This is an optimization exercise on Yosys and OpenROAD, whose aim is small area, not a production implementation.
Function was checked by simulation only, so behaviour that the tests miss may differ from the original.
No activity file was given, so power comes from the tool's default toggle rates.

// rv_decode_top
module rv_decode_top (
  input  logic                             clk,
  input  logic                             rst_n,
  input  logic                             flush,
  input  logic                             instr_valid,
  output logic                             instr_ready,
  input  logic [32-1:0]              instr,
  input  logic                             wb_en,
  input  logic [$clog2(32)-1:0]  wb_rd,
  input  logic [32-1:0]              wb_data,
  output logic                             out_valid,
  input  logic                             out_ready,
  output rv_pkg::instr_op                  out_op,
  output logic [$clog2(32)-1:0]  out_rs1,
  output logic [$clog2(32)-1:0]  out_rs2,
  output logic [$clog2(32)-1:0]  out_rd,
  output logic [32-1:0]              out_imm,
  output logic [2:0]                       out_funct3,
  output logic [32-1:0]              out_rs1_val,
  output logic [32-1:0]              out_rs2_val
);
  logic            fq_valid;
  logic            fq_ready;
  rv_pkg::fq_entry fq_head;
  rv_pkg::fq_entry out_entry;
  rv_pkg::reg_idx  rf_rs_idx0;
  rv_pkg::reg_idx  rf_rs_idx1;
  logic            rf_rs_en0;
  logic            rf_rs_en1;
  logic            out_hold;
  rv_pkg::gpreg    rf_rs_val0;
  rv_pkg::gpreg    rf_rs_val1;
  ...
==> module reg_file, before the edit <==
module reg_file (
  input  logic           clk,
  input  logic           rst_n,
  input  rv_pkg::reg_idx rf_rs_idx0,
  input  rv_pkg::reg_idx rf_rs_idx1,
  input  logic           rf_rs_en0,       
  input  logic           rf_rs_en1,
  input  logic           hold,            
  input  rv_pkg::gpreg   hold_val0,       
  input  rv_pkg::gpreg   hold_val1,
  output rv_pkg::gpreg   rf_rs_val0,
  output rv_pkg::gpreg   rf_rs_val1,
  input  logic           wb_en,
  input  rv_pkg::reg_idx wb_rd,
  input  rv_pkg::gpreg   wb_data
);
  localparam int N = 32;
  logic [1:0]         p;                 
  logic [N-1:1]       wen;               
  logic [31:0]        wd_p_lo;           
  logic [31:0]        wd_p_hi;           
  logic [31:0]        q [N-1:1];
  logic [(N-1)*32-1:0] q_flat;           
  logic [31:0]        d [N-1:1];
  always_ff @(posedge clk) begin
    if (!rst_n)
      p <= '0;
    else
      p <= ~p;
  end
  logic [3:0] rst_c;       
  logic [3:0] rst_a;
  logic [3:0] rst_n_c;     
  for (genvar k = 0; k < 4; k++) begin : g_rst
    rf_inv i_rst   (.a(rst_n),    .y(rst_c[k]));
    rf_inv i_rst_a (.a(rst_n),    .y(rst_a[k]));
    rf_inv i_rst_n (.a(rst_a[k]), .y(rst_n_c[k]));
  end
  for (genvar b = 0; b < 32; b++) begin : g_col
    logic wd_n;
    rf_xnor2 i_wdn   (.a(wb_data[b]), .b(p[b / 16]), .y(wd_n));
    rf_nand2 i_wd_lo (.a(wd_n), .b(rst_n_c[b / 8]), .y(wd_p_lo[b]));
    rf_nand2 i_wd_hi (.a(wd_n), .b(rst_n_c[b / 8]), .y(wd_p_hi[b]));
  end
  for (genvar r = 1; r < N; r++) begin : g_row
    logic [1:0] set_row;    
    logic [1:0] keep_n;     
    assign wen[r] = wb_en && (wb_rd == r);
    for (genvar h = 0; h < 2; h++) begin : g_half
      rf_nor2 i_keep (.a(wen[r]), .b(rst_c[(2 * r + h) % 4]), .y(keep_n[h]));
      rf_inv  i_set  (.a(keep_n[h]), .y(set_row[h]));
    end
    for (genvar b = 0; b < 32; b++) begin : g_bit
      rf_oai22 i_next (
        .a1 (q[r][b]),
        .a2 (set_row[b / 16]),
        .b1 (keep_n[b / 16]),
        .b2 ((r < 16) ? wd_p_lo[b] : wd_p_hi[b]),
        .y  (d[r][b])
      );
    end
    always_ff @(posedge clk)
      q[r] <= d[r];
    assign q_flat[(r-1)*32 +: 32] = q[r];
  end
  rf_read_port i_read0 (
    .idx   (rf_rs_idx0),
    .en    (rf_rs_en0),
    .hold  (hold),
    .hold_val (hold_val0),
    .wb_en (wb_en),
    .wb_rd (wb_rd),
    .q     (q_flat),
    .wd_p  (wd_p_lo),
    .p     (p[0]),
    .val   (rf_rs_val0)
  );
  rf_read_port i_read1 (
    .idx   (rf_rs_idx1),
    .en    (rf_rs_en1),
    .hold  (hold),
    .hold_val (hold_val1),
    .wb_en (wb_en),
    .wb_rd (wb_rd),
    .q     (q_flat),
    .wd_p  (wd_p_hi),
    .p     (p[0]),
    .val   (rf_rs_val1)
  );
endmodule
==> module rf_read_port, before the edit <==
module rf_read_port (
  input  rv_pkg::reg_idx idx,
  input  logic           en,
  input  logic           hold,
  input  rv_pkg::gpreg   hold_val,
  input  logic           wb_en,
  input  rv_pkg::reg_idx wb_rd,
  input  logic [991:0]   q,
  input  rv_pkg::gpreg   wd_p,
  input  logic           p,
  output rv_pkg::gpreg   val
);
  logic [32:0] sel_lo;    
  logic [32:0] sel_hi;    
  logic        pz;
  rf_read_decode i_dec (
    .idx    (idx),
    .en     (en),
    .hold   (hold),
    .wb_en  (wb_en),
    .wb_rd  (wb_rd),
    .p      (p),
    .sel_lo (sel_lo),
    .sel_hi (sel_hi),
    .pz     (pz)
  );
  for (genvar b = 0; b < 32; b++) begin : g_bit
    logic [32:0] col;
    for (genvar r = 0; r < 31; r++) begin : g_col
      assign col[r] = q[r*32 + b];
    end
    assign col[31] = wd_p[b];
    assign col[32] = hold_val[b];
    rf_read_bit i_bit (
      .sel (b < 16 ? sel_lo : sel_hi),
      .col (col),
      .p   (pz),
      .y   (val[b])
    );
  end
endmodule
==> module rf_read_decode, before the edit <==
module rf_read_decode (
  input  rv_pkg::reg_idx idx,
  input  logic           en,
  input  logic           hold,
  input  logic           wb_en,
  input  rv_pkg::reg_idx wb_rd,
  input  logic           p,
  output logic [32:0]    sel_lo,
  output logic [32:0]    sel_hi,
  output logic           pz
);
  logic [3:0] lo;
  logic [7:0] hi;
  logic       byp;
  logic       nz;
  assign nz  = en && (idx != '0) && !hold;
  assign byp = nz && wb_en && (wb_rd == idx);
  assign pz  = nz && p;
  for (genvar k = 0; k < 4; k++) begin : g_lo
    assign lo[k] = (idx[1:0] == k);
  end
  for (genvar m = 0; m < 8; m++) begin : g_hi
    assign hi[m] = (idx[4:2] == m) && en && !hold && !byp;
  end
  for (genvar r = 1; r < 32; r++) begin : g_sel
    rf_and2 i_sel_lo (.a(lo[r % 4]), .b(hi[r / 4]), .y(sel_lo[r-1]));
    rf_and2 i_sel_hi (.a(lo[r % 4]), .b(hi[r / 4]), .y(sel_hi[r-1]));
  end
  assign sel_lo[31] = byp;
  assign sel_hi[31] = byp;
  assign sel_lo[32] = hold;
  assign sel_hi[32] = hold;
endmodule
export LEC_CHECK = 0
export CAP_MARGIN = 20
export CORE_MARGIN = 2
export CORE_UTILIZATION = 55
export GPL_TIMING_DRIVEN = 0
export SLEW_MARGIN = 20
export SYNTH_HIERARCHICAL = 1
create_clock -name core_clock -period 5.0 [get_ports {clk}]
standard.sh (not shown) runs the stock make flow with config.mk's settings and CLKGATE_MAP_FILE= SYNTH_SCRIPT=/design/flow/synth_recipe.tcl, a recipe that flattens the netlist after the stock synthesis.
==> flow/flow/run.sh <==
#!/bin/bash
# The standard layout (standard.sh), with two changes after synthesis:
#  - ports are buffered with the smallest buffer (buf_1)
#  - the clock tree uses clkbuf_16 leaf buffers on larger sink clusters and
#    no dummy loads
# Each step's full log is in orfs/logs/; make's own output is in make_*.log.
set -euo pipefail
bash standard.sh synth > make_synth.log 2>&1
export BUFFER_PORTS_ARGS="-buffer_cell sky130_fd_sc_hd__buf_1"
export CTS_ARGS="-sink_clustering_enable -repair_clock_nets -dont_use_dummy_load -buf_list sky130_fd_sc_hd__clkbuf_16 -sink_clustering_size 28 -sink_clustering_max_diameter 90"
bash standard.sh > make_layout.log 2>&1
==> next run, changes <==
--- a/flow/design.v
+++ b/flow/design.v
@@ -206,4 +206,5 @@
   logic [1:0]         p;                 
   logic [N-1:1]       wen;               
+  logic [N-1:1]       wen_n;
   logic [31:0]        wd_p_lo;           
   logic [31:0]        wd_p_hi;           
@@ -235,4 +236,5 @@
     logic [1:0] keep_n;     
     assign wen[r] = wb_en && (wb_rd == r);
+    rf_inv i_wen_n (.a(wen[r]), .y(wen_n[r]));
     for (genvar h = 0; h < 2; h++) begin : g_half
       rf_nor2 i_keep (.a(wen[r]), .b(rst_c[(2 * r + h) % 4]), .y(keep_n[h]));
@@ -259,4 +261,5 @@
     .wb_en (wb_en),
     .wb_rd (wb_rd),
+    .wen_n (wen_n),
     .q     (q_flat),
     .wd_p  (wd_p_lo),
@@ -271,4 +274,5 @@
     .wb_en (wb_en),
     .wb_rd (wb_rd),
+    .wen_n (wen_n),
     .q     (q_flat),
     .wd_p  (wd_p_hi),
@@ -284,4 +288,5 @@
   input  logic           wb_en,
   input  rv_pkg::reg_idx wb_rd,
+  input  logic [31:1]    wen_n,
   input  logic [991:0]   q,
   input  rv_pkg::gpreg   wd_p,
@@ -298,4 +303,5 @@
     .wb_en  (wb_en),
     .wb_rd  (wb_rd),
+    .wen_n  (wen_n),
     .p      (p),
     .sel_lo (sel_lo),
@@ -324,4 +330,5 @@
   input  logic           wb_en,
   input  rv_pkg::reg_idx wb_rd,
+  input  logic [31:1]    wen_n,
   input  logic           p,
   output logic [32:0]    sel_lo,
@@ -340,9 +347,9 @@
   end
   for (genvar m = 0; m < 8; m++) begin : g_hi
-    assign hi[m] = (idx[4:2] == m) && en && !hold && !byp;
+    assign hi[m] = (idx[4:2] == m) && en && !hold;
   end
   for (genvar r = 1; r < 32; r++) begin : g_sel
-    rf_and2 i_sel_lo (.a(lo[r % 4]), .b(hi[r / 4]), .y(sel_lo[r-1]));
-    rf_and2 i_sel_hi (.a(lo[r % 4]), .b(hi[r / 4]), .y(sel_hi[r-1]));
+    rf_and3 i_sel_lo (.a(lo[r % 4]), .b(hi[r / 4]), .c(wen_n[r]), .y(sel_lo[r-1]));
+    rf_and3 i_sel_hi (.a(lo[r % 4]), .b(hi[r / 4]), .c(wen_n[r]), .y(sel_hi[r-1]));
   end
   assign sel_lo[31] = byp;
@@ -434,4 +441,10 @@
   assign y = !a;
 endmodule
+module rf_and3 (
+  input  logic a, b, c,
+  output logic y
+);
+  assign y = a && b && c;
+endmodule
 module rf_and2 (
   input  logic a, b,
Effect: The new run completed with no timing, DRC or antenna violations; synthesized area hardly moves; power shrinks by 1.3%; global-route usage falls by 4.7 points; via count drops by 3.3%; worst setup slack improves by 220 ps; worst hold slack gets worse by 5.3 ps; register-to-register slack is better by 330 ps; clock skew came out lower by 34 ps; first-iteration DRC count falls by 14%; sequential share of layout area barely changes; wire length shrinks by 11%; clock power went down by about 2%.

## afterwards: timing with drivers on the ports
The results above use ideal ports. As a check the final layouts listed here were re-extracted and re-timed, cells and wires unchanged.
Step 1, drivers: a clkbuf_16 drives clk and a buf_2 each remaining input, both assumed.
Step 2 also shifts input and output timing later by t, the mid clock arrival at the registers, as if the neighbouring blocks saw the same clock.
Three values: ideal ports, drivers, drivers and shift; two values: the first two.
run	t, ns	slack for setup (ns)	worst setup path after step 2	latest minus earliest clock arrival (ns)
the first run	0.702	0.158 / 0.130 / -0.572	input to register	0.081 / 0.080
the second run	0.699	0.377 / 0.387 / -0.311	input to register	0.036 / 0.037
Met with ideal ports but missed after step 2: setup timing in the first run and the second run. The setup slack of the first run, which loses most, moves by -0.028 ns with the drivers and by -0.730 ns with both steps.
